This is an optimization exercise on Yosys and OpenROAD, whose aim is small area, not a production implementation.
No functional check of the RTL was part of any run shown here.
No activity file was given, so power comes from the tool's default toggle rates.

$ cat config.mk
export PLATFORM = sky130hd
export DESIGN_NAME = light_cycle_top
export DESIGN_NICKNAME = light_cycle_top
export VERILOG_FILES = /design/flow/design.v
export SDC_FILE = /design/flow/constraint.sdc
export NUM_CORES = 4
export LEC_CHECK = 0
export CAP_MARGIN = 20
export CORE_MARGIN = 2
export CORE_UTILIZATION = 65
export CTS_BUF_LIST = sky130_fd_sc_hd__clkbuf_8
export CTS_CLUSTER_DIAMETER = 50
export CTS_CLUSTER_SIZE = 16
export SLEW_MARGIN = 20
export SYNTH_HIERARCHICAL = 1
$ cat constraint.sdc
create_clock -name core_clock -period 4.0 [get_ports {Clk}]
set_input_delay 0.8000 -clock core_clock [delete_from_list [all_inputs] [get_ports {Clk}]]
set_output_delay 0.8000 -clock core_clock [all_outputs]
set_load 0.01 [all_outputs]
$ cat design.v
`timescale 1ns/1ns
`default_nettype none
module cycle_coord_bit #(
	parameter START = 1'b0
) (
	input  wire Clk,
	input  wire clear,
	input  wire toggle,
	output reg  q
);
	always @(posedge Clk)
		q <= clear ? START : q ^ toggle;
endmodule
module cycle_coord #(
	parameter [3:0] START = 4'd0
) (
	input  wire       Clk,
	input  wire       clear,
	input  wire       move,
	input  wire       down,
	output wire [3:0] coord
);
	wire [2:0] flip;
	wire [3:0] toggle;
	assign flip = coord[2:0] ^ {3{down}};
	assign toggle[0] = move;
	assign toggle[1] = toggle[0] & flip[0];
	assign toggle[2] = toggle[1] & flip[1];
	assign toggle[3] = toggle[2] & flip[2];
	genvar i;
	generate
		for (i = 0; i < 4; i = i + 1)
		begin : g_bit
			cycle_coord_bit #(.START(START[i])) u_bit (
				.Clk(Clk),
				.clear(clear),
				.toggle(toggle[i]),
				.q(coord[i])
			);
		end
	endgenerate
endmodule
module cycle_head #(
	parameter [7:0] START = 8'h00,
	parameter       START_AXIS = 1'b0,
	parameter       START_DOWN = 1'b0
) (
	input  wire       Clk,
	input  wire       clear,
	input  wire       move,
	input  wire [1:0] turn,
	output wire [7:0] head
);
	reg  axis;
	reg  down;
	wire turning;
	wire right;
	wire axis_next;
	wire down_next;
	assign turning = turn[0] ^ turn[1];
	assign right = turn[1] & !turn[0];
	assign axis_next = axis ^ turning;
	assign down_next = down ^ right ^ (turning & axis);
	always @(posedge Clk)
	begin
		if (clear)
		begin
			axis <= START_AXIS;
			down <= START_DOWN;
		end
		else if (move)
		begin
			axis <= axis_next;
			down <= down_next;
		end
	end
	cycle_coord #(.START(START[7:4])) u_row (
		.Clk(Clk),
		.clear(clear),
		.move(move && !axis_next),
		.down(down_next),
		.coord(head[7:4])
	);
	cycle_coord #(.START(START[3:0])) u_col (
		.Clk(Clk),
		.clear(clear),
		.move(move && axis_next),
		.down(down_next),
		.coord(head[3:0])
	);
endmodule
module cycle_motion (
	input  wire       Clk,
	input  wire       rst,
	input  wire       step,
	input  wire [1:0] blue_turn,
	input  wire [1:0] red_turn,
	input  wire       playing,
	input  wire       round_reset,
	output reg        heads_step,
	output wire [7:0] blue_head,
	output wire [7:0] red_head
);
	wire clear;
	wire move;
	assign clear = rst || round_reset;
	assign move = step && playing;
	cycle_head #(.START(8'h82), .START_AXIS(1'b1), .START_DOWN(1'b0)) u_blue (
		.Clk(Clk),
		.clear(clear),
		.move(move),
		.turn(blue_turn),
		.head(blue_head)
	);
	cycle_head #(.START(8'h8D), .START_AXIS(1'b1), .START_DOWN(1'b1)) u_red (
		.Clk(Clk),
		.clear(clear),
		.move(move),
		.turn(red_turn),
		.head(red_head)
	);
	always @(posedge Clk)
		heads_step <= move && !clear;
endmodule
`default_nettype wire
`timescale 1ns/1ns
`default_nettype none
module trail_cell (
	input  wire Clk,
	input  wire row_n,
	input  wire col_n,
	output reg  q
);
	always @(posedge Clk)
		q <= !(q && (row_n || col_n));
endmodule
module trail_read2 (
	input  wire [1:0] q,
	input  wire [1:0] col_n,
	output wire       zero
);
	assign zero = !((q[0] || col_n[0]) && (q[1] || col_n[1]));
endmodule
module trail_row_read (
	input  wire [13:0] q,
	input  wire [13:0] col_n,
	input  wire        row_sel,
	output wire        zero_n
);
	wire [6:0] part;
	genvar i;
	generate
		for (i = 0; i < 7; i = i + 1)
		begin : g_part
			trail_read2 u_part (
				.q(q[2*i+1:2*i]),
				.col_n(col_n[2*i+1:2*i]),
				.zero(part[i])
			);
		end
	endgenerate
	assign zero_n = !(row_sel && (|part));
endmodule
module trail_addr_bit (
	input  wire port_blue,
	input  wire blue,
	input  wire red,
	output wire addr
);
	assign addr = port_blue ? blue : red;
endmodule
module trail_predec (
	input  wire [1:0] bits,
	input  wire       enable,
	output wire [3:0] line
);
	assign line[0] = enable && bits == 2'd0;
	assign line[1] = enable && bits == 2'd1;
	assign line[2] = enable && bits == 2'd2;
	assign line[3] = enable && bits == 2'd3;
endmodule
module trail_line_n (
	input  wire high,
	input  wire low,
	input  wire clear,
	output wire line_n
);
	assign line_n = !((high && low) || clear);
endmodule
module trail_line (
	input  wire high,
	input  wire low,
	output wire line
);
	assign line = high && low;
endmodule
module trail_collision (
	input  wire       Clk,
	input  wire       rst,
	input  wire       heads_step,
	input  wire [7:0] blue_head,
	input  wire [7:0] red_head,
	input  wire       round_reset,
	output reg        outcome,
	output reg        blue_crash,
	output wire       red_crash
);
	localparam [7:0] BLUE_START = 8'h82;
	localparam [7:0] RED_START = 8'h8D;
	reg        phase;
	reg        clear_late;
	reg        blue_pending;
	reg        red_pending;
	wire       clear;
	reg        port_blue;
	wire       red_pending_next;
	wire       write;
	wire [7:0] addr;
	wire       border;
	wire       meet;
	wire       zero;
	wire       hit;
	wire [13:0] row_sel;
	wire [13:0] row_n;
	wire [13:0] col_n;
	wire [13:0] row_zero_n;
	assign clear = !phase && (round_reset || clear_late);
	assign write = phase && (port_blue ? (heads_step || blue_pending) : (outcome || red_pending));
	assign border = (addr[7:4] == 4'd0) || (addr[7:4] == 4'd15) ||
	                (addr[3:0] == 4'd0) || (addr[3:0] == 4'd15);
	assign meet = (blue_head == red_head);
	wire [3:0] row_hi;
	wire [3:0] row_hi_write;
	wire [3:0] row_lo;
	wire [3:0] col_hi;
	wire [3:0] col_lo;
	genvar i;
	generate
		for (i = 0; i < 8; i = i + 1)
		begin : g_addr
			trail_addr_bit u_addr (
				.port_blue(port_blue),
				.blue(blue_head[i]),
				.red(red_head[i]),
				.addr(addr[i])
			);
		end
	endgenerate
	trail_predec u_row_hi (.bits(addr[7:6]), .enable(1'b1), .line(row_hi));
	trail_predec u_row_hi_write (.bits(addr[7:6]), .enable(write), .line(row_hi_write));
	trail_predec u_row_lo (.bits(addr[5:4]), .enable(1'b1), .line(row_lo));
	trail_predec u_col_hi (.bits(addr[3:2]), .enable(1'b1), .line(col_hi));
	trail_predec u_col_lo (.bits(addr[1:0]), .enable(1'b1), .line(col_lo));
	generate
		for (i = 1; i < 15; i = i + 1)
		begin : g_line
			trail_line u_row_sel (
				.high(row_hi[i/4]),
				.low(row_lo[i%4]),
				.line(row_sel[i-1])
			);
			trail_line_n u_row_n (
				.high(row_hi_write[i/4]),
				.low(row_lo[i%4]),
				.clear(clear),
				.line_n(row_n[i-1])
			);
			trail_line_n u_col_n (
				.high(col_hi[i/4]),
				.low(col_lo[i%4]),
				.clear(clear),
				.line_n(col_n[i-1])
			);
		end
	endgenerate
	genvar r, c;
	generate
		for (r = 1; r < 15; r = r + 1)
		begin : g_row
			wire [13:0] q;
			for (c = 1; c < 15; c = c + 1)
			begin : g_col
				if (r*16+c == BLUE_START || r*16+c == RED_START)
				begin : g_start
					assign q[c-1] = !phase;
				end
				else
				begin : g_cell
					trail_cell u_cell (
						.Clk(Clk),
						.row_n(row_n[r-1]),
						.col_n(col_n[c-1]),
						.q(q[c-1])
					);
				end
			end
			trail_row_read u_read (
				.q(q),
				.col_n(col_n),
				.row_sel(row_sel[r-1]),
				.zero_n(row_zero_n[r-1])
			);
		end
	endgenerate
	assign zero = !(&row_zero_n);
	assign hit = border || meet || (zero == phase);
	assign red_pending_next = !clear && ((outcome && !phase) || (red_pending && !(write && !port_blue)));
	always @(posedge Clk)
	begin
		phase <= !phase && !rst;
		clear_late <= round_reset && phase;
		blue_pending <= !clear && ((heads_step && !phase) || (blue_pending && !(write && port_blue)));
		red_pending <= red_pending_next;
		port_blue <= !(heads_step || red_pending_next);
		outcome <= heads_step;
		blue_crash <= hit;
	end
	assign red_crash = hit;
endmodule
`default_nettype wire
`timescale 1ns/1ns
`default_nettype none
module match_score (
	input  wire       Clk,
	input  wire       rst,
	input  wire       start,
	input  wire       outcome,
	input  wire       blue_crash,
	input  wire       red_crash,
	output reg  [1:0] score_blue,
	output reg  [1:0] score_red,
	output reg        round_over,
	output reg        round_reset,
	output reg        playing,
	output wire       blue_wins,
	output wire       red_wins
);
	wire [1:0] blue_next;
	wire [1:0] red_next;
	assign blue_next = score_blue + 2'd1;
	assign red_next = score_red + 2'd1;
	assign blue_wins = &score_blue;
	assign red_wins = &score_red;
	always @(posedge Clk)
	begin
		if (rst)
		begin
			playing <= 1'b0;
			score_blue <= 2'd0;
			score_red <= 2'd0;
			round_over <= 1'b0;
			round_reset <= 1'b0;
		end
		else
		begin
			round_over <= 1'b0;
			round_reset <= 1'b0;
			if (playing)
			begin
				if (outcome && (blue_crash || red_crash))
				begin
					round_over <= 1'b1;
					if (red_crash && !blue_crash)
					begin
						score_blue <= blue_next;
						if (&blue_next)
							playing <= 1'b0;
						else
							round_reset <= 1'b1;
					end
					else if (blue_crash && !red_crash)
					begin
						score_red <= red_next;
						if (&red_next)
							playing <= 1'b0;
						else
							round_reset <= 1'b1;
					end
					else
						round_reset <= 1'b1;
				end
			end
			else if (start)
			begin
				playing <= 1'b1;
				score_blue <= 2'd0;
				score_red <= 2'd0;
				round_reset <= 1'b1;
			end
		end
	end
endmodule
`default_nettype wire
`timescale 1ns/1ns
`default_nettype none
module light_cycle_top (
	input  wire       Clk,
	input  wire       rst,
	input  wire       step,
	input  wire       start,
	input  wire [1:0] blue_turn,
	input  wire [1:0] red_turn,
	output wire [7:0] blue_head,
	output wire [7:0] red_head,
	output wire [1:0] score_blue,
	output wire [1:0] score_red,
	output wire       round_over,
	output wire       blue_wins,
	output wire       red_wins,
	output wire       playing
);
	wire heads_step;
	wire outcome;
	wire blue_crash;
	wire red_crash;
	wire round_reset;
	cycle_motion u_motion (
		.Clk(Clk),
		.rst(rst),
		.step(step),
		.blue_turn(blue_turn),
		.red_turn(red_turn),
		.playing(playing),
		.round_reset(round_reset),
		.heads_step(heads_step),
		.blue_head(blue_head),
		.red_head(red_head)
	);
	trail_collision u_collision (
		.Clk(Clk),
		.rst(rst),
		.heads_step(heads_step),
		.blue_head(blue_head),
		.red_head(red_head),
		.round_reset(round_reset),
		.outcome(outcome),
		.blue_crash(blue_crash),
		.red_crash(red_crash)
	);
	match_score u_score (
		.Clk(Clk),
		.rst(rst),
		.start(start),
		.outcome(outcome),
		.blue_crash(blue_crash),
		.red_crash(red_crash),
		.score_blue(score_blue),
		.score_red(score_red),
		.round_over(round_over),
		.round_reset(round_reset),
		.playing(playing),
		.blue_wins(blue_wins),
		.red_wins(red_wins)
	);
endmodule
`default_nettype wire
$ cat flow/run.sh
#!/bin/bash
# Own layout flow: the standard flow (standard.sh, which runs the
# standard synthesis script) with smaller port buffers and ABC's
# buffers removed before placement. standard.sh's output goes to
# standard.log here; each ORFS step logs under orfs/logs.
set -euo pipefail
export BUFFER_PORTS_ARGS="-buffer_cell sky130_fd_sc_hd__buf_1"
export REMOVE_ABC_BUFFERS=1
bash standard.sh > standard.log 2>&1
$ cat standard.sh
#!/bin/bash
# synth_recipe.tcl (not shown) runs the flow's synth.tcl, then flattens the netlist and writes it again
# the make line also repeats each setting of config.mk as NAME=value (left out here)
make -C /OpenROAD-flow-scripts/flow DESIGN_CONFIG=/design/flow/config.mk WORK_HOME=/design/flow/orfs CLKGATE_MAP_FILE= SYNTH_SCRIPT=/design/flow/synth_recipe.tcl "${@:-finish}"
==> results.json, run 1 <==
{
  "multi_input_area_um2": 3870,
  "path_cells": "mux2_4, and3b_2, a21oi_4, buf_6, bufbuf_16, o22ai_1, or4_4, o41ai_2, nand2_1, nor4_4, xnor2_1, o2111ai_2, buf_4, o211ai_1, or2_1, o22ai_2",
  "cp_data_arrival_time_ps": 4490,
  "die_area_um2": 13600,
  "syn_inst": 782,
  "layout_commonest_cell": "dfxtp_1",
  "final_layout_size_suffix_gt1_share_pct": 19.8,
  "ys_seq_area_share_pct": 55.4,
  "cts-root-buf": "clkbuf_8",
  "wl_um": 20800,
  "die_w_um": 117,
  "cts_sinks": 229,
  "synthAdderAreaFrac_pct": 1.21,
  "synth_top_family_by_area": "compound AO/OA/AOI/OAI gates",
  "htreeDepth": 1,
  "power_density_nw_per_um2": 665,
  "port_buffers": 31,
  "synth.distinct_cells": 42,
  "rsz0062_at_grt": "yes",
  "tritoncts": "done",
  "placed_cells": 1062,
  "synth_area_um2": 8270,
  "hold_violations": 0,
  "grt_pass1_vias": 6585,
  "first_iter_violations": 521,
  "cts_max_path_buffers": 3,
  "regArea_um2": 4590,
  "setup-violations-final": 7,
  "vias": 6828,
  "fin_nets": 940,
  "ir_drop_v": 0.000389,
  "finalMaxSlewViolations": 0,
  "fin_crit_sh_pct": 103,
  "min_period_ps": 4100,
  "area_growth_pct": 19.9,
  "hold_path.class": "register to register",
  "final_cell_mix": "dfxtp_1, o21ai_1, o22ai_1, buf_4, buf_1",
  "chipHeight_um": 117,
  "status": "finished with violations",
  "numCtsBuffers": 19,
  "path_max_fanout": 10,
  "tightest_slew_ps": 778,
  "dr.pass1.iters": 5,
  "dpl_worst_slack_ps": -413,
  "p_leak_uw": 0.00375,
  "min_from": "u_motion.heads_step",
  "final.setup.worst_slack_ps": -105,
  "so_faults": "negative setup slack",
  "critPathLaunch": "u_collision.port_blue",
  "total_power_uw": 6590,
  "relSlewSlack_pct": 48.2,
  "core-area_um2": 12500,
  "crit_buf_inv": 3,
  "globalplace.congestion": 0.884,
  "drc": 0,
  "io_pins": 32,
  "clkTransAtPathRegs_ps": 100,
  "max_freq_mhz": 244,
  "reg2reg_from": "u_collision.port_blue",
  "synth_xor_area_share_pct": 3.49,
  "yosys.area_share.simple_pct": 10.7,
  "synth_compound_area_share_pct": 27.0,
  "grt_pass1_wl_um": 33400,
  "max_cap_viol_count": 0,
  "end_kind": "register",
  "diodes": 0,
  "cp_slowest_cell": "or4_4",
  "path_class": "register to register",
  "slowest_delay_ps": 530,
  "place_hpwl_um": 14200,
  "antenna_left": 0,
  "grt_max_degree": 29,
  "nFillCells": 857,
  "initial_core_util_pct": 66.1,
  "synth_mux_area_share_pct": 1.59,
  "clock_latency_ps": 510,
  "skew_ps": 18.8,
  "stdcell_count": 1101,
  "antenna_found_initial": 0,
  "grt.overflow.total": 0,
  "rows": 41,
  "hold_ws_ps": 381,
  "ys_ff_latch": 229,
  "cp_top_family": "simple AND/OR/NAND/NOR gates",
  "final.setup.tns_ps": -380,
  "viasPerCell": 6.20,
  "wl_per_cell_um": 18.9,
  "critical_path_required_ps": 4390,
  "critPathLaunchType": "register",
  "ys_warn_count": 14,
  "avgSynthCellArea_um2": 10.6,
  "gr-usage-all-layers_pct": 31.2
}
-- final timing paths --
check	end	slack, ps	depth (start not counted)
min	u_collision.outcome	380	0
max	u_score.round_reset	-100	16
max reg2reg	u_score.round_reset	-100	16
min reg2reg	u_collision.outcome	380	0
-- cells in the mapped netlist --
| library cell | count | area [µm²] |
|---|---|---|
| a211o_1 | 2 | 17.5 |
| a211oi_1 | 2 | 15.0 |
| a21boi_1 | 8 | 60.1 |
| a21oi_1 | 6 | 30.0 |
| a21oi_2 | 28 | 245 |
| a41oi_1 | 2 | 17.5 |
| and2_1 | 22 | 138 |
| and3_2 | 5 | 37.5 |
| and3b_1 | 10 | 87.6 |
| and4bb_2 | 1 | 12.5 |
| conb_1 | 1 | 3.75 |
| dfxtp_1 | 229 | 4580 |
| ha_1 | 8 | 100 |
| inv_1 | 12 | 45.0 |
| mux2_1 | 1 | 11.3 |
| mux2_4 | 8 | 120 |
| nand2_1 | 3 | 11.3 |
| nand2b_1 | 9 | 56.3 |
| nand3_1 | 4 | 20.0 |
| nand3b_1 | 5 | 37.5 |
| nand4_1 | 5 | 31.3 |
| nand4b_1 | 6 | 52.6 |
| nor2_1 | 22 | 82.6 |
| nor2b_1 | 1 | 6.26 |
| nor3_1 | 2 | 10.0 |
| nor3b_2 | 5 | 62.6 |
| nor4_1 | 2 | 12.5 |
| nor4_2 | 1 | 12.5 |
| o2111ai_1 | 1 | 8.76 |
| o211ai_1 | 1 | 7.51 |
| o21ai_0 | 3 | 15.0 |
| o21ai_1 | 194 | 971 |
| o22ai_1 | 99 | 619 |
| o41ai_2 | 14 | 228 |
| or2_0 | 2 | 12.5 |
| or2_1 | 2 | 12.5 |
| or3b_1 | 1 | 8.76 |
| or3b_2 | 4 | 35.0 |
| or4_1 | 14 | 105 |
| or4b_1 | 4 | 40.0 |
| xnor2_1 | 29 | 254 |
| xor2_1 | 4 | 35.0 |
-- layout make-up --
type                    instances  area share (%)
repair buffers                106            9.03
clock buffers                  19            2.64
flip-flops and latches        229            46.3
clock inverters                 7           0.467
inverters                      12           0.454
multi-input cells             556            39.0
well taps                     172            2.17
-- modules after synthesis (local to each module, per instance), a selection --
module / times used / cell area (µm²)
trail_cell: 194 / 25.0
match_score: 1 / 342
trail_line: 14 / 6.26
trail_row_read: 14 / 23.8
trail_line_n: 28 / 8.76
trail_read2: 98 / 6.26
cycle_motion: 1 / 45.0
trail_collision: 1 / 380
trail_predec: 5 / 37.5
trail_addr_bit: 8 / 15.0
-- power by group --
part,switching (µW),internal [µW]
combinational,874,822
clock,728,451
sequential,505,3220
-- flip-flops by register name, indices dropped and copies added, names as in the netlist, 2 cells and up --
signal                                   flops
u_collision.g_row.g_col.g_cell.u_cell.q    194
u_motion.u_blue.u_col.g_bit.u_bit.q          4
u_motion.u_blue.u_row.g_bit.u_bit.q          4
u_motion.u_red.u_col.g_bit.u_bit.q           4
u_motion.u_red.u_row.g_bit.u_bit.q           4
u_score.score_blue                           2
u_score.score_red                            2
-- repair_timing --
action                     4_1_cts  5_1_grt
cloned                           1        0
setup buffers                   12        0
setup endpoints to repair        7        7
gates resized for setup         31        8
pin swaps                       13        3
hold buffers                     0        0
-- cells by family after synthesis --
| family | count (synthesis) |
|---|---|
| adder cells (fa/ha/maj) | 8 |
| AO/OA/AOI/OAI | 360 |
| XOR/XNOR | 33 |
| other | 1 |
| buffers and inverters | 12 |
| multiplexers | 9 |
| AND/OR/NAND/NOR | 130 |
| flip-flops | 229 |
-- metal layers --
| layer | share of wire (%) | vias to the layer above | wire, µm | track usage, % |
|---|---|---|---|---|
| li1 | - | 3267 | - | - |
| met1 | 42 | 3276 | 8710 | 38.5 |
| met2 | 49 | 227 | 10300 | 54.8 |
| met3 | 5.2 | 58 | 1080 | 5.05 |
| met4 | 3.6 | 0 | 752 | 12.1 |
| met5 | 0 | - | 0 | 0 |
-- through the flow --
stage	instance area, µm²	util [%]
floorplan	8330	-
global placement	9280	74.2
detailed placement	9280	74.2
CTS	9870	78.9
global route	9920	79.2
finish	9920	79.2
==> run 2: changes to the inputs <==
==> flow/run.sh (replaced) <==
#!/bin/bash
# Own layout flow: the standard flow (standard.sh, which runs the
# standard synthesis script) with ABC mapping for a light load (small cells; placement repair sizes them), smaller port buffers and ABC's
# buffers removed before placement. standard.sh's output goes to
# standard.log here; each ORFS step logs under orfs/logs.
set -euo pipefail
export BUFFER_PORTS_ARGS="-buffer_cell sky130_fd_sc_hd__buf_1"
export REMOVE_ABC_BUFFERS=1
bash standard.sh ABC_LOAD_IN_FF=1 finish > standard.log 2>&1
==> run 2 against run 1 <==
Compared with the run above:
- still fails the layout checks on negative setup slack
- non-clock buffer count up 51
- die area down 3.1%
- wire length up 18%
- via count up 11%
- clock power up 7%
- sequential share of layout area down 1.6 points
- utilization up 6.3 points
- hold slack better by 0.96 ps
==> results.json, run 2 <==
{
  "yosysTopAreaCell": "dfxtp_1",
  "reg2reg_from": "u_collision.port_blue",
  "min_period_ps": 4310,
  "tightest_slew_ps": 1120,
  "tritoncts": "done",
  "netlist.area_leader.share_pct": 57.3,
  "port_buffers": 31,
  "largest_reg_flops": 194,
  "finalMaxSlewViolations": 0,
  "cts-root-buf": "clkbuf_8",
  "htreeDepth": 1,
  "stdcell_count": 1126,
  "grt.overflow.total": 0,
  "final.setup.tns_ps": -1680,
  "synth_area_um2": 8010,
  "globalplace.congestion": 0.913,
  "cp_data_arrival_time_ps": 4760,
  "synth_edf_count": 0,
  "ys_seq_area_share_pct": 57.3,
  "ir_drop_v": 0.000376,
  "critPathLaunchType": "register",
  "area_growth_pct": 28.3,
  "final_cell_mix": "dfxtp_1, o21ai_1, buf_4, o22ai_1, buf_1",
  "io_pins": 32,
  "place_hpwl_um": 14500,
  "die_area_um2": 13200,
  "first_iter_violations": 905,
  "avgSynthCellArea_um2": 10.2,
  "antenna_found_initial": 0,
  "grt_max_degree": 29,
  "path_max_fanout": 7,
  "wl_um": 24700,
  "final.setup.worst_slack_ps": -307,
  "max_cap_viol_count": 0,
  "min_from": "u_motion.heads_step",
  "ys_ff_latch": 229,
  "rows": 40,
  "synth.distinct_cells": 43,
  "synth.most_common_cell": "dfxtp_1",
  "status": "finished with violations",
  "layout_commonest_cell": "dfxtp_1",
  "nFillCells": 685,
  "wl_per_cell_um": 21.9,
  "rsz0062_at_grt": "yes",
  "synth_async_sr_flop_share_pct": 0,
  "ys.flop_type": "dfxtp_1",
  "hold_violations": 0,
  "antenna_left": 0,
  "skew_ps": 27.6,
  "synth.area.top_cells": "dfxtp_1, o21ai_1, o22ai_1, xnor2_1, a21oi_1",
  "dr.pass1.iters": 13,
  "setup-violations-final": 7,
  "synthTopCellsByCount": "dfxtp_1, o21ai_1, o22ai_1",
  "so_faults": "negative setup slack",
  "diodes": 0,
  "gr-usage-all-layers_pct": 34.3,
  "relSlewSlack_pct": 25.3,
  "hold_path.class": "register to register",
  "top_register": "u_collision.g_row.g_col.g_cell.u_cell.q",
  "chipHeight_um": 115,
  "max_freq_mhz": 232,
  "cts_sinks": 229,
  "clock_latency_ps": 520,
  "drc": 0,
  "vias": 7560,
  "syn_inst": 782,
  "grt_pass1_vias": 7103,
  "clkTransAtPathRegs_ps": 100,
  "placed_cells": 1062,
  "ys_warn_count": 14,
  "p_leak_uw": 0.00392,
  "numCtsBuffers": 19,
  "grt_pass1_wl_um": 35900,
  "fin_nets": 991,
  "end_kind": "register",
  "path_class": "register to register",
  "power_density_nw_per_um2": 670,
  "critical_path_required_ps": 4450,
  "cts_max_path_buffers": 3,
  "core-area_um2": 12000,
  "final_layout_size_suffix_gt1_share_pct": 22.4,
  "die_w_um": 115,
  "critPathLaunch": "u_collision.port_blue",
  "initial_core_util_pct": 66.7,
  "fin_crit_sh_pct": 108,
  "viasPerCell": 6.71
}
==> run 2: cell count changes after synthesis, sizes merged <==
| cell | delta |
|---|---|
| and4bb | -1 |
| nor4bb | +1 |
==> run 2: area by class of cell <==
cell class | count | area (µm²) | area share, %
clock buffer | 19 | 262 | 2.55
inverter | 12 | 45.0 | 0.439
multi-input combinational | 556 | 3800 | 37.0
tap | 147 | 184 | 1.79
clock inverter | 6 | 70.1 | 0.682
timing repair buffer | 157 | 1320 | 12.8
sequential | 229 | 4590 | 44.7
==> run 2: layer usage <==
metal / track usage (%) / routed length, µm / part of all wire, % / vias up
met3: 5.32 / 1900 / 7.7 / 120
met2: 59.3 / 12000 / 49 / 441
met1: 41.9 / 9440 / 38 / 3635
met4: 16.9 / 1330 / 5.4 / 0
met5: 0 / 0 / 0 / -
li1: - / - / - / 3364
==> run 2: worst paths after layout <==
kind	to	slack (ps)	cells past startpoint
max	u_score.score_red[1]	-310	16
min	u_collision.outcome	380	0
min reg2reg	u_collision.outcome	380	0
max reg2reg	u_score.score_red[1]	-310	16
==> run 2: per-stage QoR <==
| step | area (µm²) | total power (µW) | hold slack, ps | worst slack (ps) | util, % |
|---|---|---|---|---|---|
| after floorplan | 8060 | 4520 | 351 | -563 | - |
| after global placement | 9180 | 5030 | 364 | -254 | 76.5 |
| after detailed placement | 9180 | 5190 | 369 | -374 | 76.5 |
| after CTS | 9940 | 6580 | 382 | -26.8 | 82.7 |
| after global routing | 10300 | 7150 | 390 | -409 | 85.5 |
| final | 10300 | 6880 | 381 | -307 | 85.5 |
==> run 2: modules after synthesis (local to each module, per instance), excerpt <==
| module | times used | cells | cell area (µm²) | flip-flops and latches |
|---|---|---|---|---|
| trail_addr_bit | 8 | 1 | 11.3 | 0 |
| trail_line | 14 | 1 | 6.26 | 0 |
| cycle_motion | 1 | 4 | 43.8 | 1 |
| trail_read2 | 98 | 1 | 6.26 | 0 |
| trail_line_n | 28 | 1 | 5.00 | 0 |
| match_score | 1 | 38 | 342 | 7 |
| trail_predec | 5 | 4 | 32.5 | 0 |
==> run 2: cell families after synthesis <==
family                     Yosys count  synth area share (%)
and+or+nand+nor                    130                  10.7
xor gates and xnor gates            33                  3.61
muxes                                9                  1.27
adders and majority gates            8                  1.25
other                                1                0.0468
DFF                                229                  57.3
buffers and inverters               12                 0.563
AOI/OAI and AO/OA                  360                  25.3
==> run 2: report_power, final <==
group,internal [µW],switching [µW],total [µW]
clock network,513,751,1260
logic,867,963,1830
registers,3220,567,3780
==> run 2: critical path: stages, from the launching register on <==
cell and delay (ps):
dfxtp_4 400, mux2_4 340, and3b_2 290, a21oi_2 250, buf_4 160, buf_4 160, o22ai_1 120, or4_4 540
o41ai_2 260, buf_4 170, nand4_1 230, nor4_4 330, xnor2_1 180, o2111ai_2 160, nand4b_1 280, or2_0 250
a21oi_1 120
==> run 2: timing repair <==
action / CTS / global route
setup buffers: 20 / 18
pin swaps: 18 / 25
resized for setup: 51 / 21
setup endpoints to repair: 7 / 7
cloned: 1 / 1
hold endpoints to repair: 0 / 0
hold buffers: 0 / 0
==> run 3: changes to the inputs <==
--- a/config.mk
+++ b/config.mk
@@ -11,5 +11,6 @@
 export CTS_BUF_LIST = sky130_fd_sc_hd__clkbuf_8
 export CTS_CLUSTER_DIAMETER = 50
 export CTS_CLUSTER_SIZE = 16
+export GPL_TIMING_DRIVEN = 0
 export SLEW_MARGIN = 20
 export SYNTH_HIERARCHICAL = 1
==> run 3 against run 2 <==
Compared with the run above:
- still fails the layout checks on negative setup slack
- clock power decreased by 4%
- non-clock buffer count decreased by 37
- combinational power increased by 7%
- clock skew increased by 3.6 ps
- first-iteration DRC count increased by 18%
- die area unchanged
- critical path depth decreased by 1
- register-to-register slack got worse by 100 ps
- wire length increased by 7.4%
- cell count decreased by 3.0%
- setup slack got worse by 100 ps
- fmax decreased by 2.3%
==> results.json, run 3 <==
{
  "gr-usage-all-layers_pct": 35.7,
  "clkTransAtPathRegs_ps": 90,
  "largest_reg_flops": 194,
  "setup-violations-final": 7,
  "cts_sinks": 229,
  "finalMaxSlewViolations": 0,
  "critical_path_required_ps": 4450,
  "path_class": "register to register",
  "hold_path.class": "register to register",
  "ys_warn_count": 14,
  "dr.pass1.iters": 8,
  "rsz0062_at_grt": "yes",
  "tritoncts": "done",
  "so_faults": "negative setup slack",
  "max_freq_mhz": 227,
  "synthTopCellsByCount": "dfxtp_1, o21ai_1, o22ai_1",
  "rows": 40,
  "final.setup.tns_ps": -2460,
  "min_period_ps": 4410,
  "htreeDepth": 1,
  "final.setup.worst_slack_ps": -409,
  "synth.area.top_cells": "dfxtp_1, o21ai_1, o22ai_1, xnor2_1, a21oi_1",
  "synth.most_common_cell": "dfxtp_1",
  "tightest_slew_ps": 1290,
  "relSlewSlack_pct": 13.7,
  "skew_ps": 31.2,
  "antenna_found_initial": 0,
  "top_register": "u_collision.g_row.g_col.g_cell.u_cell.q",
  "synth_async_sr_flop_share_pct": 0,
  "hold_violations": 0,
  "die_area_um2": 13200,
  "globalplace.congestion": 0.794,
  "final_cell_mix": "dfxtp_1, o21ai_1, o22ai_1, buf_4, buf_1",
  "netlist.area_leader.share_pct": 57.3,
  "grt.overflow.total": 0,
  "power_density_nw_per_um2": 684,
  "ir_drop_v": 0.000404,
  "hold_ws_ps": 387,
  "cts-root-buf": "clkbuf_8",
  "viasPerCell": 7.09,
  "nFillCells": 629,
  "numCtsBuffers": 19,
  "critPathLaunchType": "register",
  "final_core_util_pct": 84.8,
  "wl_um": 26500,
  "grt_pass1_wl_um": 37100,
  "synth_area_um2": 8010,
  "diodes": 0,
  "synth.distinct_cells": 43,
  "chipHeight_um": 115,
  "first_iter_violations": 1067,
  "drc": 0,
  "final_layout_size_suffix_gt1_share_pct": 20.5,
  "path_max_fanout": 7,
  "end_kind": "register",
  "syn_inst": 782,
  "fin_nets": 959,
  "vias": 7738,
  "fin_crit_sh_pct": 110,
  "cts_max_path_buffers": 3,
  "core-area_um2": 12000,
  "ys_seq_area_share_pct": 57.3,
  "synth_edf_count": 0,
  "io_pins": 32,
  "yosysTopAreaCell": "dfxtp_1",
  "detailed_place.area_um2": 8690,
  "area_growth_pct": 27.3,
  "initial_core_util_pct": 66.7,
  "ys.flop_type": "dfxtp_1",
  "place_hpwl_um": 12600,
  "final_cell_area_um2": 10200,
  "ys_ff_latch": 229,
  "clock_latency_ps": 530,
  "cp_data_arrival_time_ps": 4850,
  "grt_pass1_vias": 7057,
  "die_w_um": 115,
  "status": "finished with violations",
  "grt_max_degree": 29,
  "max_cap_viol_count": 0,
  "wl_per_cell_um": 24.3,
  "port_buffers": 31,
  "layout_commonest_cell": "dfxtp_1",
  "antenna_left": 0,
  "avgSynthCellArea_um2": 10.2,
  "p_leak_uw": 0.00379
}
## run 3: cell counts after synthesis
No cell type changed its count.
## run 3: cell families (layout without fill, tap and decap cells)
group	count (synthesis)	after routing	synth area share, %
and+or+nand+nor	130	130	10.7
muxes	9	9	1.27
adders and majority gates	8	8	1.25
xor gates and xnor gates	33	33	3.61
other	1	16	0.0468
buffers and inverters	12	155	0.563
DFF	229	229	57.3
AOI/OAI and AO/OA	360	365	25.3
## run 3: per-module statistics from Yosys, one instance, submodules excluded, excerpt
module / area [µm²] / flip-flops and latches
trail_collision: 380 / 7
cycle_motion: 43.8 / 1
trail_cell: 25.0 / 1
trail_row_read: 16.3 / 0
trail_addr_bit: 11.3 / 0
trail_line_n: 5.00 / 0
## run 3: per-layer routing
| layer | vias to the layer above | track usage, % | share of wire (%) |
|---|---|---|---|
| li1 | 3309 | - | - |
| met1 | 3618 | 46.8 | 37 |
| met2 | 626 | 58.0 | 46 |
| met3 | 185 | 4.96 | 10 |
| met4 | 0 | 18.6 | 6.9 |
| met5 | - | 0 | 0 |
## run 3: per-stage QoR
step	setup slack (ps)	total power [µW]	instances
floorplan	-563	4520	797
global placement	-2250	4780	975
detailed placement	-1020	5040	984
CTS	-113	6540	1072
global route	-552	7220	1092
finish	-409	6970	1092
## run 3: worst max-delay path, stage by stage, from the launching register on
cell and delay, ps:
dfxtp_4 410, mux2_4 340, and3b_2 300, a21oi_4 260, buf_12 160, buf_4 110, o22ai_1 80, or4_1 550
o41ai_1 370, nand4_1 290, nor4_4 390, xnor2_1 190, o2111ai_2 210, nand4b_1 270, or2_1 260, a21oi_1 130
## run 3: report_power, final
part	internal, µW	switching, µW	leakage [µW]	total [µW]
registers	3220	596	0.00195	3820
logic	879	1070	0.00169	1950
clock network	448	762	0.000147	1210
## run 3: cell type report
class,count,area (µm²),share of cell area (%)
inverter,12,45.0,0.442
clock inverter,4,35.0,0.344
clock buffer,19,262,2.57
multi-input combinational,561,3990,39.1
sequential,229,4590,45.1
tap,147,184,1.81
timing repair buffer,120,1080,10.6
## run 3: final timing paths
| kind | from | end | slack (ps) | cells past startpoint |
|---|---|---|---|---|
| max | u_collision.port_blue | u_score.score_red[1] | -410 | 15 |
| min | u_motion.heads_step | u_collision.outcome | 390 | 0 |
| max reg2reg | u_collision.port_blue | u_score.score_red[1] | -410 | 15 |
| min reg2reg | u_motion.heads_step | u_collision.outcome | 390 | 0 |
## run 3: what timing repair did
| item | 4_1_cts | 5_1_grt |
|---|---|---|
| setup endpoints to repair | 8 | 7 |
| cloned | 3 | 3 |
| setup buffers | 62 | 18 |
| pin swaps | 27 | 14 |
| hold buffers | 0 | 0 |
| resized for setup | 55 | 30 |
==> run 4: changes to the inputs <==
--- a/design.v
+++ b/design.v
@@ -320,6 +320,14 @@
 `default_nettype wire
 `timescale 1ns/1ns
 `default_nettype none
+module match_pick (
+	input  wire sel,
+	input  wire if_one,
+	input  wire if_zero,
+	output wire y
+);
+	assign y = sel ? if_one : if_zero;
+endmodule
 module match_score (
 	input  wire       Clk,
 	input  wire       rst,
@@ -335,60 +343,58 @@
 	output wire       blue_wins,
 	output wire       red_wins
 );
-	wire [1:0] blue_next;
-	wire [1:0] red_next;
-	assign blue_next = score_blue + 2'd1;
-	assign red_next = score_red + 2'd1;
-	assign blue_wins = &score_blue;
-	assign red_wins = &score_red;
-	always @(posedge Clk)
-	begin
-		if (rst)
+	function [6:0] next_state;
+		input       rst_in;
+		input       start_in;
+		input       outcome_in;
+		input       blue_in;
+		input       red_in;
+		input       playing_in;
+		input [1:0] blue_score;
+		input [1:0] red_score;
+		reg         crash;
+		reg         blue_point;
+		reg         red_point;
+		reg         won;
 		begin
-			playing <= 1'b0;
-			score_blue <= 2'd0;
-			score_red <= 2'd0;
-			round_over <= 1'b0;
-			round_reset <= 1'b0;
+			crash = outcome_in && (blue_in || red_in);
+			blue_point = outcome_in && red_in && !blue_in;
+			red_point = outcome_in && blue_in && !red_in;
+			won = (blue_point && blue_score == 2'd2) || (red_point && red_score == 2'd2);
+			if (rst_in)
+				next_state = 7'b0;
+			else if (playing_in)
+				next_state = {!won,
+				              blue_point ? blue_score + 2'd1 : blue_score,
+				              red_point ? red_score + 2'd1 : red_score,
+				              crash, crash && !won};
+			else if (start_in)
+				next_state = {1'b1, 2'd0, 2'd0, 1'b0, 1'b1};
+			else
+				next_state = {1'b0, blue_score, red_score, 1'b0, 1'b0};
 		end
-		else
-		begin
-			round_over <= 1'b0;
-			round_reset <= 1'b0;
-			if (playing)
-			begin
-				if (outcome && (blue_crash || red_crash))
-				begin
-					round_over <= 1'b1;
-					if (red_crash && !blue_crash)
-					begin
-						score_blue <= blue_next;
-						if (&blue_next)
-							playing <= 1'b0;
-						else
-							round_reset <= 1'b1;
-					end
-					else if (blue_crash && !red_crash)
-					begin
-						score_red <= red_next;
-						if (&red_next)
-							playing <= 1'b0;
-						else
-							round_reset <= 1'b1;
-					end
-					else
-						round_reset <= 1'b1;
-				end
-			end
-			else if (start)
-			begin
-				playing <= 1'b1;
-				score_blue <= 2'd0;
-				score_red <= 2'd0;
-				round_reset <= 1'b1;
-			end
+	endfunction
+	wire [6:0] next_red;
+	wire [6:0] next_no_red;
+	wire [6:0] next;
+	assign next_red = next_state(rst, start, outcome, blue_crash, 1'b1, playing, score_blue, score_red);
+	assign next_no_red = next_state(rst, start, outcome, blue_crash, 1'b0, playing, score_blue, score_red);
+	genvar i;
+	generate
+		for (i = 0; i < 7; i = i + 1)
+		begin : g_pick
+			match_pick u_pick (
+				.sel(red_crash),
+				.if_one(next_red[i]),
+				.if_zero(next_no_red[i]),
+				.y(next[i])
+			);
 		end
-	end
+	endgenerate
+	assign blue_wins = &score_blue;
+	assign red_wins = &score_red;
+	always @(posedge Clk)
+		{playing, score_blue, score_red, round_over, round_reset} <= next;
 endmodule
 `default_nettype wire
 `timescale 1ns/1ns
==> run 4 against run 3 <==
Compared with the run above:
- still fails the layout checks on negative setup slack
- synthesized cell count grew 2.8%
- first-iteration DRC count shrank 8.3%
- critical path depth shrank 1
- hold slack lost 8.2 ps
- register-to-register slack gained 200 ps
- utilization shrank 1.6 points
- wire length shrank 0.18%
- cell area shrank 0.68%
- sequential share of layout area grew 0.31 points
- highest routed layer unchanged
==> results.json, run 4 <==
{
  "synth_edf_count": 0,
  "vias": 7786,
  "critPathLaunchType": "register",
  "globalplace.congestion": 0.763,
  "clock_latency_ps": 520,
  "synthTopCellsByCount": "dfxtp_1, o21ai_1, o22ai_1",
  "stdcell_count": 1117,
  "cts-root-buf": "clkbuf_8",
  "rr_endpoint": "u_score.round_reset",
  "fin_crit_sh_pct": 105,
  "grt.overflow.total": 0,
  "dpl_worst_slack_ps": -1150,
  "swShare_pct": 40.6,
  "ys.flop_type": "dfxtp_1",
  "die_w_um": 116,
  "place_hpwl_um": 13300,
  "hold-path-cell-count": 0,
  "first_iter_violations": 978,
  "pwr-share-seq_pct": 44.5,
  "viasPerCell": 6.97,
  "largest_reg_flops": 194,
  "hold_violations": 0,
  "wl_per_cell_um": 23.7,
  "port_buffers": 31,
  "htreeDepth": 1,
  "switching_power_uw": 3690,
  "crit_buf_inv": 3,
  "ir_drop_v": 0.000481,
  "synth.area.top_cells": "dfxtp_1, o21ai_1, o22ai_1, xnor2_1, mux2_1",
  "initial_core_util_pct": 67.2,
  "min_period_ps": 4210,
  "final_cell_mix": "dfxtp_1, o21ai_1, o22ai_1, buf_4, buf_1",
  "cp_slowest_cell": "or4_1",
  "tritoncts": "done",
  "regToRegSetupSlack_ps": -210,
  "critical_path_required_ps": 4410,
  "path_class": "register to register",
  "top_register": "u_collision.g_row.g_col.g_cell.u_cell.q",
  "area_growth_pct": 23.8,
  "fin_nets": 960,
  "grt_pass1_vias": 7278,
  "placed_cells": 1025,
  "hold_end": "u_collision.outcome",
  "rsz0062_at_grt": "yes",
  "path_max_fanout": 8,
  "antenna_left": 0,
  "netlist.area_leader.share_pct": 56.1,
  "grt_pass1_wl_um": 37700,
  "core-area_um2": 12200,
  "synth.distinct_cells": 48,
  "rows": 40,
  "total_power_uw": 9090,
  "max_freq_mhz": 238,
  "yosysTopAreaCell": "dfxtp_1",
  "so_faults": "negative setup slack",
  "reg2reg_from": "u_collision.port_blue",
  "ys_warn_count": 14,
  "synth_async_sr_flop_share_pct": 0,
  "numCtsBuffers": 18,
  "p_int_uw": 5400,
  "layout_commonest_cell": "dfxtp_1",
  "min_from": "u_motion.heads_step",
  "syn_inst": 804,
  "path_cells": "mux2_4, and3b_2, buf_6, a21oi_4, buf_6, buf_4, o22ai_1, or4_1, o41ai_2, nand4_1, nor4_4, xnor2_2, o2111ai_4, mux2_4",
  "reg2regPathDepth": 14,
  "hold_path.class": "register to register",
  "io_pins": 32,
  "drc": 0,
  "grt_max_degree": 29,
  "skew_ps": 30.8,
  "final_layout_size_suffix_gt1_share_pct": 18.4,
  "end_kind": "register",
  "cts_sinks": 229,
  "finalMaxSlewViolations": 0,
  "die_area_um2": 13500,
  "relSlewSlack_pct": 24.2,
  "cp_data_arrival_time_ps": 4610,
  "p_leak_uw": 0.00375,
  "synth.most_common_cell": "dfxtp_1",
  "cts_max_path_buffers": 3,
  "synth_area_um2": 8170,
  "ys_ff_latch": 229,
  "wl_um": 26500,
  "tightest_slew_ps": 1140,
  "nFillCells": 693,
  "cp_top_family": "simple AND/OR/NAND/NOR gates",
  "max_cap_viol_count": 0,
  "chipHeight_um": 116,
  "clockPowerShare_pct": 13.0,
  "slowest_delay_ps": 600,
  "ys_seq_area_share_pct": 56.1,
  "antenna_found_initial": 1,
  "comb_power_share_pct": 42.5,
  "dr.pass1.iters": 6,
  "status": "finished with violations",
  "clkTransAtPathRegs_ps": 90,
  "setup-violations-final": 7,
  "gr-usage-all-layers_pct": 35.7,
  "avgSynthCellArea_um2": 10.2,
  "final.setup.worst_slack_ps": -206,
  "power_density_nw_per_um2": 898
}
run 4: changes by cell type in the layout (fill, tap and decap cells not counted), sizes merged, moves of 2 or more:
cell	previous run	this run
clkbuf	21	23
nor2b	1	3
a31oi	0	4
buf	118	99
nor2	22	24
a21oi	39	37
mux2	9	16
nor3	2	6
or2	4	1
nand2	3	8
and2	22	24
run 4: layer usage:
| layer | up-vias | track usage, % | routed length [µm] |
|---|---|---|---|
| li1 | 3366 | - | - |
| met1 | 3671 | 44.2 | 9870 |
| met2 | 591 | 60.8 | 12200 |
| met3 | 158 | 6.18 | 2620 |
| met4 | 0 | 17.1 | 1780 |
| met5 | - | 0 | 0 |
run 4: worst max-delay path by stage:
stage                                      from  slack [ps]               endpoint  depth (start not counted)
after floorplan           u_collision.port_blue        -560        u_score.playing                         11
final                     u_collision.port_blue        -210    u_score.round_reset                         14
after global routing      u_collision.port_blue        -240  u_score.score_blue[0]                         14
after CTS                 u_collision.port_blue           7    u_score.round_reset                         13
after global placement    u_collision.port_blue       -2450   u_score.score_red[0]                         11
after detailed placement  u_collision.port_blue       -1150    u_score.round_reset                         12
run 4: area by class of cell:
class	instances	area (µm²)	area share, %
Tap cell	168	210	2.08
Inverter	11	41.3	0.408
Clock buffer	20	275	2.72
Antenna cell	1	2.50	0.0247
Sequential cell	229	4590	45.4
Timing Repair Buffer	102	876	8.65
Multi-Input combinational cell	582	4100	40.5
Clock inverter	4	23.8	0.235
run 4: Yosys stat by module, one instance, submodules excluded, a selection:
module	flops+latches	cells inside	copies in the design
match_score	7	53	1
trail_line	0	1	14
trail_cell	1	2	194
match_pick	0	1	7
trail_predec	0	4	5
trail_row_read	0	2	14
cycle_motion	1	4	1
trail_line_n	0	1	28
trail_collision	7	45	1
trail_addr_bit	0	1	8
trail_read2	0	1	98
run 4: worst register-to-register path: stages, from the launching register on:
cell,delay [ps]
dfxtp_4,410
mux2_4,330
and3b_2,270
buf_6,140
a21oi_4,180
buf_6,180
buf_4,140
o22ai_1,90
or4_1,600
o41ai_2,270
nand4_1,210
nor4_4,420
xnor2_2,190
o2111ai_4,280
mux2_4,380
run 4: cell families (layout without fill, tap and decap cells):
family	count (synthesis)	count (layout)	synth area share (%)
AO/OA/AOI/OAI	360	365	24.8
XOR/XNOR	33	33	3.54
adder cells (fa/ha/maj)	8	8	1.22
buffers and inverters	13	137	0.643
other	1	17	0.0459
AND/OR/NAND/NOR	144	144	11.4
flip-flops	229	229	56.1
multiplexers	16	16	2.20
run 4: metrics by stage:
| stage | cell area [µm²] | setup TNS (ps) | hold slack (ps) | util [%] |
|---|---|---|---|---|
| global placement | 8540 | -19330 | 365 | 70.3 |
| global route | 10100 | -1630 | 391 | 83.2 |
| detailed placement | 8850 | -8850 | 363 | 72.8 |
| CTS | 9850 | 0 | 378 | 81.0 |
| floorplan | 8220 | -4180 | 351 | - |
| finish | 10100 | -1410 | 379 | 83.2 |
run 4: power groups by stage:
stage | logic (µW) | registers, µW | clock network, µW
after floorplan | 1780 | 3820 | 0
after global placement | 2290 | 3890 | 0
after detailed placement | 2650 | 3970 | 0
after CTS | 3320 | 3930 | 1170
after global routing | 4060 | 4130 | 1260
final | 3860 | 4050 | 1180
run 4: what timing repair did:
action / in CTS / in global routing
hold buffers: 0 / 0
resized for setup: 53 / 14
cloned: 3 / 2
pin swaps: 22 / 16
setup buffers: 49 / 13
endpoints found under the setup margin: 8 / 7
==> run 5: changes to the inputs <==
--- a/design.v
+++ b/design.v
@@ -171,6 +171,15 @@
 endmodule
 module trail_predec (
 	input  wire [1:0] bits,
+	output wire [3:0] line
+);
+	assign line[0] = bits == 2'd0;
+	assign line[1] = bits == 2'd1;
+	assign line[2] = bits == 2'd2;
+	assign line[3] = bits == 2'd3;
+endmodule
+module trail_predec_en (
+	input  wire [1:0] bits,
 	input  wire       enable,
 	output wire [3:0] line
 );
@@ -203,7 +212,7 @@
 	input  wire       round_reset,
 	output reg        outcome,
 	output reg        blue_crash,
-	output wire       red_crash
+	output reg        red_crash
 );
 	localparam [7:0] BLUE_START = 8'h82;
 	localparam [7:0] RED_START = 8'h8D;
@@ -213,6 +222,7 @@
 	reg        red_pending;
 	wire       clear;
 	reg        port_blue;
+	reg        read_red;
 	wire       red_pending_next;
 	wire       write;
 	wire [7:0] addr;
@@ -225,7 +235,7 @@
 	wire [13:0] col_n;
 	wire [13:0] row_zero_n;
 	assign clear = !phase && (round_reset || clear_late);
-	assign write = phase && (port_blue ? (heads_step || blue_pending) : (outcome || red_pending));
+	assign write = phase && (port_blue ? (heads_step || blue_pending) : (read_red || red_pending));
 	assign border = (addr[7:4] == 4'd0) || (addr[7:4] == 4'd15) ||
 	                (addr[3:0] == 4'd0) || (addr[3:0] == 4'd15);
 	assign meet = (blue_head == red_head);
@@ -246,11 +256,11 @@
 			);
 		end
 	endgenerate
-	trail_predec u_row_hi (.bits(addr[7:6]), .enable(1'b1), .line(row_hi));
-	trail_predec u_row_hi_write (.bits(addr[7:6]), .enable(write), .line(row_hi_write));
-	trail_predec u_row_lo (.bits(addr[5:4]), .enable(1'b1), .line(row_lo));
-	trail_predec u_col_hi (.bits(addr[3:2]), .enable(1'b1), .line(col_hi));
-	trail_predec u_col_lo (.bits(addr[1:0]), .enable(1'b1), .line(col_lo));
+	trail_predec u_row_hi (.bits(addr[7:6]), .line(row_hi));
+	trail_predec_en u_row_hi_write (.bits(addr[7:6]), .enable(write), .line(row_hi_write));
+	trail_predec u_row_lo (.bits(addr[5:4]), .line(row_lo));
+	trail_predec u_col_hi (.bits(addr[3:2]), .line(col_hi));
+	trail_predec u_col_lo (.bits(addr[1:0]), .line(col_lo));
 	generate
 		for (i = 1; i < 15; i = i + 1)
 		begin : g_line
@@ -304,7 +314,7 @@
 	endgenerate
 	assign zero = !(&row_zero_n);
 	assign hit = border || meet || (zero == phase);
-	assign red_pending_next = !clear && ((outcome && !phase) || (red_pending && !(write && !port_blue)));
+	assign red_pending_next = !clear && ((read_red && !phase) || (red_pending && !(write && !port_blue)));
 	always @(posedge Clk)
 	begin
 		phase <= !phase && !rst;
@@ -312,22 +322,15 @@
 		blue_pending <= !clear && ((heads_step && !phase) || (blue_pending && !(write && port_blue)));
 		red_pending <= red_pending_next;
 		port_blue <= !(heads_step || red_pending_next);
-		outcome <= heads_step;
-		blue_crash <= hit;
+		read_red <= heads_step && !rst;
+		outcome <= read_red && !rst;
+		red_crash <= hit;
+		blue_crash <= red_crash;
 	end
-	assign red_crash = hit;
 endmodule
 `default_nettype wire
 `timescale 1ns/1ns
 `default_nettype none
-module match_pick (
-	input  wire sel,
-	input  wire if_one,
-	input  wire if_zero,
-	output wire y
-);
-	assign y = sel ? if_one : if_zero;
-endmodule
 module match_score (
 	input  wire       Clk,
 	input  wire       rst,
@@ -335,66 +338,46 @@
 	input  wire       outcome,
 	input  wire       blue_crash,
 	input  wire       red_crash,
-	output reg  [1:0] score_blue,
-	output reg  [1:0] score_red,
-	output reg        round_over,
-	output reg        round_reset,
-	output reg        playing,
+	output wire [1:0] score_blue,
+	output wire [1:0] score_red,
+	output wire       round_over,
+	output wire       round_reset,
+	output wire       playing,
 	output wire       blue_wins,
 	output wire       red_wins
 );
-	function [6:0] next_state;
-		input       rst_in;
-		input       start_in;
-		input       outcome_in;
-		input       blue_in;
-		input       red_in;
-		input       playing_in;
-		input [1:0] blue_score;
-		input [1:0] red_score;
-		reg         crash;
-		reg         blue_point;
-		reg         red_point;
-		reg         won;
-		begin
-			crash = outcome_in && (blue_in || red_in);
-			blue_point = outcome_in && red_in && !blue_in;
-			red_point = outcome_in && blue_in && !red_in;
-			won = (blue_point && blue_score == 2'd2) || (red_point && red_score == 2'd2);
-			if (rst_in)
-				next_state = 7'b0;
-			else if (playing_in)
-				next_state = {!won,
-				              blue_point ? blue_score + 2'd1 : blue_score,
-				              red_point ? red_score + 2'd1 : red_score,
-				              crash, crash && !won};
-			else if (start_in)
-				next_state = {1'b1, 2'd0, 2'd0, 1'b0, 1'b1};
-			else
-				next_state = {1'b0, blue_score, red_score, 1'b0, 1'b0};
-		end
-	endfunction
-	wire [6:0] next_red;
-	wire [6:0] next_no_red;
-	wire [6:0] next;
-	assign next_red = next_state(rst, start, outcome, blue_crash, 1'b1, playing, score_blue, score_red);
-	assign next_no_red = next_state(rst, start, outcome, blue_crash, 1'b0, playing, score_blue, score_red);
-	genvar i;
-	generate
-		for (i = 0; i < 7; i = i + 1)
-		begin : g_pick
-			match_pick u_pick (
-				.sel(red_crash),
-				.if_one(next_red[i]),
-				.if_zero(next_no_red[i]),
-				.y(next[i])
-			);
-		end
-	endgenerate
+	reg  [1:0] blue_points;
+	reg  [1:0] red_points;
+	reg        in_match;
+	reg        started;
+	wire       blue_point;
+	wire       red_point;
+	wire       won;
+	assign round_over = outcome && (blue_crash || red_crash);
+	assign blue_point = outcome && red_crash && !blue_crash;
+	assign red_point = outcome && blue_crash && !red_crash;
+	assign won = (blue_point && blue_points == 2'd2) || (red_point && red_points == 2'd2);
+	assign score_blue = blue_points + {1'b0, blue_point};
+	assign score_red = red_points + {1'b0, red_point};
+	assign playing = in_match && !won;
+	assign round_reset = started || (round_over && !won);
 	assign blue_wins = &score_blue;
 	assign red_wins = &score_red;
 	always @(posedge Clk)
-		{playing, score_blue, score_red, round_over, round_reset} <= next;
+	begin
+		in_match <= !rst && (playing || start);
+		started <= !rst && !playing && start;
+		if (rst || (!playing && start))
+		begin
+			blue_points <= 2'd0;
+			red_points <= 2'd0;
+		end
+		else
+		begin
+			blue_points <= score_blue;
+			red_points <= score_red;
+		end
+	end
 endmodule
 `default_nettype wire
 `timescale 1ns/1ns
==> flow/run.sh (replaced) <==
#!/bin/bash
# Own layout flow: the standard flow (standard.sh, which runs the
# standard synthesis script) with smaller port buffers and ABC's
# buffers removed before placement. standard.sh's output goes to
# standard.log here; each ORFS step logs under orfs/logs.
set -euo pipefail
export BUFFER_PORTS_ARGS="-buffer_cell sky130_fd_sc_hd__buf_1"
export REMOVE_ABC_BUFFERS=1
bash standard.sh > standard.log 2>&1
==> run 5 against run 4 <==
Compared with the run above:
- now clean on timing, DRC and antenna
- sequential power is 2% lower
- cell count down 6.1%
- wire length decreased by 14%
- utilization is 7.2 points lower
==> results.json, run 5 <==
{
  "drc": 0,
  "detailed_place.area_um2": 8760,
  "ys_ff_latch": 230,
  "chipHeight_um": 117,
  "vias": 7089,
  "nFillCells": 930,
  "numCtsBuffers": 19,
  "grt_pass1_vias": 6456,
  "synth.distinct_cells": 45,
  "wl_per_cell_um": 21.6,
  "grt.overflow.total": 0,
  "placed_cells": 986,
  "status": "complete, no violations",
  "port_buffers": 31,
  "fin_crit_sh_pct": 95.8,
  "antenna_found_initial": 0,
  "gr-usage-all-layers_pct": 32.5,
  "syn_inst": 781,
  "rsz0062_at_grt": "no",
  "diodes": 0,
  "initial_core_util_pct": 66.1,
  "ys_warn_count": 14,
  "power_density_nw_per_um2": 801,
  "core-area_um2": 12500,
  "final_layout_size_suffix_gt1_share_pct": 15.7,
  "final_core_util_pct": 76.0,
  "finalMaxSlewViolations": 0,
  "netlist.area_leader.share_pct": 55.6,
  "hold_violations": 0,
  "rr_endpoint": "u_collision.red_crash",
  "critical_path_required_ps": 4370,
  "reg2regPathDepth": 13,
  "globalplace.congestion": 0.852,
  "setup-violations-final": 0,
  "cts_max_path_buffers": 3,
  "dr.pass1.iters": 5,
  "area_growth_pct": 14.9,
  "skew_ps": 34.5,
  "path_max_fanout": 22,
  "max_freq_mhz": 261,
  "synthTopCellsByCount": "dfxtp_1, o21ai_1, o22ai_1",
  "die_w_um": 117,
  "rows": 41,
  "top_register": "u_collision.g_row.g_col.g_cell.u_cell.q",
  "path_class": "register to register",
  "largest_reg_flops": 194,
  "final_cell_area_um2": 9510,
  "stdcell_count": 1049,
  "yosysTopAreaCell": "dfxtp_1",
  "place_hpwl_um": 11800,
  "grt_pass1_wl_um": 34200,
  "cp_data_arrival_time_ps": 4200,
  "relSlewSlack_pct": 17.8,
  "io_pins": 32,
  "synth_async_sr_flop_share_pct": 0,
  "cts-root-buf": "clkbuf_8",
  "synth_area_um2": 8280,
  "reg2reg_from": "u_collision.outcome",
  "viasPerCell": 6.76,
  "final.setup.worst_slack_ps": 167,
  "cts_sinks": 230,
  "synth_edf_count": 0,
  "tightest_slew_ps": 1230,
  "htreeDepth": 1,
  "synth.most_common_cell": "dfxtp_1",
  "clock_latency_ps": 510,
  "min_period_ps": 3830,
  "dpl_worst_slack_ps": -273,
  "min_from": "u_collision.red_crash",
  "first_iter_violations": 884,
  "synth.area.top_cells": "dfxtp_1, o21ai_1, o22ai_1, xnor2_1, a21oi_2",
  "grt_max_degree": 29,
  "max_cap_viol_count": 0,
  "end_kind": "register",
  "regToRegSetupSlack_ps": 170,
  "final.setup.tns_ps": 0,
  "hold-path-cell-count": 0,
  "ir_drop_v": 0.000396,
  "hold_end": "u_collision.blue_crash",
  "hold_path.class": "register to register",
  "ys_seq_area_share_pct": 55.6,
  "die_area_um2": 13700,
  "antenna_left": 0,
  "fin_nets": 887,
  "p_leak_uw": 0.00347,
  "critPathLaunchType": "register",
  "tritoncts": "done",
  "layout_commonest_cell": "dfxtp_1",
  "avgSynthCellArea_um2": 10.6,
  "ys.flop_type": "dfxtp_1",
  "wl_um": 22600,
  "clkTransAtPathRegs_ps": 100,
  "final_cell_mix": "dfxtp_1, o21ai_1, o22ai_1, buf_1, xnor2_1"
}
-- run 5: cell count changes after synthesis, moves of 5 or more --
cell / delta
o41ai_2: +14
nand3_1: -5
mux2_1: -15
nor2b_1: +5
mux2_4: +8
a21oi_2: +28
and2_0: -21
and3b_1: -8
a21oi_1: -25
nand2_1: -6
o41ai_1: -14
and2_1: +22
nor3b_1: -5
-- run 5: where the power goes --
group / internal, µW / switching, µW / total (µW)
registers: 3370 / 596 / 3970
logic: 940 / 1460 / 2400
clock network: 530 / 714 / 1240
total: 4840 / 2770 / 7610
-- run 5: cell type report --
cell class                      instances  area, µm²  share of cell area (%)
Clock buffer                           20        275                    2.89
Clock inverter                          5       58.8                   0.618
Inverter                               12       45.0                   0.474
Multi-Input combinational cell        553       3880                    40.8
Sequential cell                       230       4610                    48.4
Tap cell                              172        215                    2.26
Timing Repair Buffer                   57        432                    4.54
-- run 5: worst max-delay path by stage --
stage	startpoint	endpoint	slack [ps]	cells past startpoint
floorplan	u_collision.blue_crash	u_collision.red_crash	-90	13
global placement	u_collision.blue_crash	u_collision.red_crash	-1350	13
detailed placement	u_collision.port_blue	u_collision.red_crash	-270	10
CTS	u_collision.blue_crash	u_collision.red_crash	40	13
global route	u_collision.red_crash	u_collision.red_crash	30	14
finish	u_collision.outcome	u_collision.red_crash	170	13
-- run 5: modules after synthesis (local to each module, per instance), a selection --
module           cells inside  copies in the design  cell area, µm²
trail_collision            48                     1             429
trail_predec                4                     4            26.3
trail_line_n                1                    28            8.76
trail_addr_bit              1                     8            15.0
cycle_motion                4                     1            45.0
trail_cell                  2                   194            25.0
-- run 5: critical path, stage by stage, from the launching register on --
cell,delay (ps)
dfxtp_1,410
nand3b_4,120
o22a_2,240
a21o_1,230
nor2_4,160
nor2_4,120
buf_12,220
a21oi_4,470
o22ai_1,210
o41ai_2,490
nand4_1,280
nor4_4,380
xnor2_1,170
o2111ai_1,160
-- run 5: per-stage QoR --
stage | power [µW] | hold slack (ps)
finish | 7610 | 393
global route | 7970 | 408
CTS | 7450 | 395
detailed placement | 5930 | 383
global placement | 5650 | 375
floorplan | 5230 | 364
-- run 5: cell families (layout without fill, tap and decap cells) --
kind of cell	count (synthesis)	count (layout)	synth area share (%)
AOI/OAI and AO/OA	361	373	27.4
DFF	230	230	55.6
and+or+nand+nor	128	130	10.3
xor gates and xnor gates	35	35	3.70
buffers and inverters	12	94	0.544
muxes	9	9	1.59
adders and majority gates	6	6	0.907
-- run 5: timing repair --
action	4_1_cts	5_1_grt
hold buffers	0	0
cloned	10	4
resized for setup	1	3
pin swaps	5	5
setup endpoints to repair	1	1
buffers inserted	16	8
hold endpoints to repair	0	0
-- run 5: routing by layer --
layer  track usage [%]  routed length [µm]
met5                 0                   0
met4              13.1                1040
met3              4.99                2120
met2              53.4               10400
met1              43.3                9070
==> run 6: changes to the inputs <==
==> flow/run.sh (replaced) <==
#!/bin/bash
# Own layout flow: the standard flow (standard.sh, which runs the
# standard synthesis script) with ABC mapping for a light load (small cells; placement repair sizes them), smaller port buffers and ABC's
# buffers removed before placement. standard.sh's output goes to
# standard.log here; each ORFS step logs under orfs/logs.
set -euo pipefail
export BUFFER_PORTS_ARGS="-buffer_cell sky130_fd_sc_hd__buf_1"
export REMOVE_ABC_BUFFERS=1
bash standard.sh ABC_LOAD_IN_FF=1 finish > standard.log 2>&1
==> run 6 against run 5 <==
Compared with the run above:
- wire length is 6.4% lower
- first-iteration DRC count is 12% lower
- setup slack worse by 87 ps
- critical path type unchanged
- fmax is 2.2% lower
==> results.json, run 6 <==
{
  "hold_ws_ps": 370,
  "rsz0062_at_grt": "no",
  "synth.distinct_cells": 44,
  "path_cells": "mux2_1, and2_1, a21oi_4, buf_12, buf_12, o22ai_1, or4_4, o41ai_4, nand4_1, nor4_4, xnor2_2, o2111ai_2",
  "final.setup.worst_slack_ps": 80.6,
  "vias": 6898,
  "tritoncts": "done",
  "max_cap_viol_count": 0,
  "stdcell_count": 1023,
  "total_power_uw": 7470,
  "wl_per_cell_um": 20.7,
  "min_period_ps": 3920,
  "htreeDepth": 1,
  "fin_nets": 887,
  "path_max_fanout": 12,
  "antenna_left": 0,
  "diodes": 0,
  "ys_ff_latch": 230,
  "yosysTopAreaCell": "dfxtp_1",
  "rows": 40,
  "end_kind": "register",
  "cts_sinks": 230,
  "first_iter_violations": 776,
  "fin_crit_sh_pct": 98.0,
  "viasPerCell": 6.74,
  "ys_warn_count": 14,
  "grt_pass1_wl_um": 32600,
  "gr-usage-all-layers_pct": 31.1,
  "clkTransAtPathRegs_ps": 100,
  "globalplace.congestion": 0.816,
  "dr.pass1.iters": 5,
  "layout_commonest_cell": "dfxtp_1",
  "core-area_um2": 12000,
  "hold_path.class": "register to register",
  "netlist.area_leader.share_pct": 57.6,
  "area_growth_pct": 17.9,
  "final.setup.tns_ps": 0,
  "io_pins": 32,
  "clock_latency_ps": 530,
  "port_buffers": 31,
  "setup-violations-final": 0,
  "cp_data_arrival_time_ps": 4270,
  "p_leak_uw": 0.00345,
  "path_class": "register to register",
  "grt_max_degree": 29,
  "max_freq_mhz": 255,
  "skew_ps": 39.2,
  "critical_path_required_ps": 4350,
  "finalMaxSlewViolations": 0,
  "die_w_um": 115,
  "ir_drop_v": 0.000493,
  "synth_edf_count": 0,
  "antenna_found_initial": 0,
  "synth.most_common_cell": "dfxtp_1",
  "synthTopCellsByCount": "dfxtp_1, o21ai_1, o22ai_1",
  "largest_reg_flops": 194,
  "timing.critical_path.mode_cell": "buf_12",
  "grt_pass1_vias": 6489,
  "drc": 0,
  "wl_um": 21200,
  "ys_seq_area_share_pct": 57.6,
  "cts-root-buf": "clkbuf_8",
  "grt.overflow.total": 0,
  "final_cell_mix": "dfxtp_1, o21ai_1, o22ai_1, buf_1, xnor2_1",
  "dpl_worst_slack_ps": -405,
  "cts_max_path_buffers": 3,
  "slowest_delay_ps": 510,
  "power_density_nw_per_um2": 792,
  "top_register": "u_collision.g_row.g_col.g_cell.u_cell.q",
  "nFillCells": 797,
  "final_layout_size_suffix_gt1_share_pct": 12.0,
  "syn_inst": 781,
  "avgSynthCellArea_um2": 10.2,
  "synth_area_um2": 8000,
  "synth.area.top_cells": "dfxtp_1, o21ai_1, o22ai_1, xnor2_1, a21oi_1",
  "synth_async_sr_flop_share_pct": 0,
  "status": "complete, no violations",
  "numCtsBuffers": 19,
  "ys.flop_type": "dfxtp_1",
  "die_area_um2": 13200,
  "placed_cells": 968,
  "tightest_slew_ps": 1200,
  "hold_violations": 0,
  "relSlewSlack_pct": 19.9,
  "chipHeight_um": 115,
  "initial_core_util_pct": 66.6,
  "place_hpwl_um": 12700,
  "critPathLaunchType": "register",
  "cp_slowest_cell": "dfxtp_2"
}
==> run 6: layout make-up <==
| cell class | instances | area [µm²] | share of cell area (%) |
|---|---|---|---|
| multi-input combinational | 542 | 3660 | 38.8 |
| inverter | 12 | 45.0 | 0.477 |
| clock inverter | 5 | 38.8 | 0.411 |
| timing repair buffer | 68 | 634 | 6.72 |
| sequential | 230 | 4610 | 48.8 |
| clock buffer | 19 | 262 | 2.77 |
| tap | 147 | 184 | 1.95 |
==> run 6: per-stage QoR <==
step,area (µm²),util [%]
detailed placement,8680,72.3
finish,9440,78.6
CTS,9270,77.1
floorplan,8000,-
global placement,8300,69.1
global route,9440,78.6
==> run 6: final timing paths <==
| path | from | end | slack, ps | cells after the start |
|---|---|---|---|---|
| worst max-delay path | u_collision.port_blue | u_collision.red_crash | 80 | 12 |
| worst min-delay path | u_collision.red_crash | u_collision.blue_crash | 370 | 0 |
| worst max register to register | u_collision.port_blue | u_collision.red_crash | 80 | 12 |
| worst min register to register | u_collision.red_crash | u_collision.blue_crash | 370 | 0 |
==> run 6: kinds of logic (layout without fill, tap and decap cells) <==
group,after synthesis,after routing,synth area share [%]
buf+inv,12,104,0.563
xor+xnor,35,35,3.83
fa+ha+maj,6,6,0.938
compound gates,361,364,25.5
mux,9,9,1.27
simple gates,128,128,10.3
flops,230,230,57.6
==> run 6: critical path, delay by kind of cell (launching register included) <==
kind | cells | cell delay (ps)
AO/OA/AOI/OAI | 4 | 870
buffers and inverters | 2 | 240
flip-flops | 1 | 510
XOR/XNOR | 1 | 160
AND/OR/NAND/NOR | 4 | 1510
multiplexers | 1 | 450
==> run 6: what timing repair did <==
action,4_1_cts,5_1_grt
endpoints found under the hold margin,0,0
buffers inserted,21,6
cloned,2,2
setup endpoints to repair,1,1
resized for setup,7,12
hold buffers,0,0
pin swaps,3,7
==> run 6: report_power, final <==
part	internal (µW)	total [µW]	switching (µW)
combinational	985	2330	1340
clock	447	1180	734
sequential	3370	3960	589
==> run 6: per-module statistics from Yosys, one instance, submodules excluded, a selection <==
| module | flops+latches | copies in the design | cells inside | area (µm²) |
|---|---|---|---|---|
| trail_collision | 9 | 1 | 48 | 429 |
| trail_cell | 1 | 194 | 2 | 25.0 |
| trail_line | 0 | 14 | 1 | 6.26 |
| cycle_motion | 1 | 1 | 4 | 43.8 |
| match_score | 6 | 1 | 34 | 327 |
| trail_line_n | 0 | 28 | 1 | 5.00 |
| trail_row_read | 0 | 14 | 2 | 16.3 |
| trail_predec | 0 | 4 | 4 | 22.5 |
==> run 6: layer usage <==
metal	track usage (%)	vias up	wire length, µm	part of all wire, %
met2	53.3	303	10300	49
met3	3.85	67	1260	5.9
met1	40.5	3367	8930	42
met5	0	-	0	0
met4	12.1	0	720	3.4
li1	-	3161	-	-

## port drivers added, routing unchanged
The results above use ideal ports. As a check the final layouts listed here were re-extracted and re-timed, cells and wires unchanged. Step 1 (the two cells are an assumption about what drives the block):
set clk [get_ports {Clk}]
set_driving_cell -lib_cell sky130_fd_sc_hd__clkbuf_16 $clk
set_driving_cell -lib_cell sky130_fd_sc_hd__buf_2 [delete_from_list [all_inputs] $clk]
Step 2 moves the port delays by t, midway between the first and last clock arrival at a register: inputs arrive t later, outputs are due t later. That takes back most of the time a late clock gives input paths. Slacks: ideal ports / drivers / drivers and shift; pairs: ideal ports / drivers.
run	t (ns)	setup slack, ns	worst setup path at the end
run 1	0.540	-0.105 / -0.105 / -0.105	register to register
run 2	0.549	-0.307 / -0.307 / -0.307	register to register
run 3	0.548	-0.409 / -0.409 / -0.409	register to register
run 4	0.547	-0.206 / -0.206 / -0.206	register to register
run 5	0.535	0.167 / 0.167 / 0.167	register to register
run 6	0.551	0.081 / 0.081 / 0.081	register to register
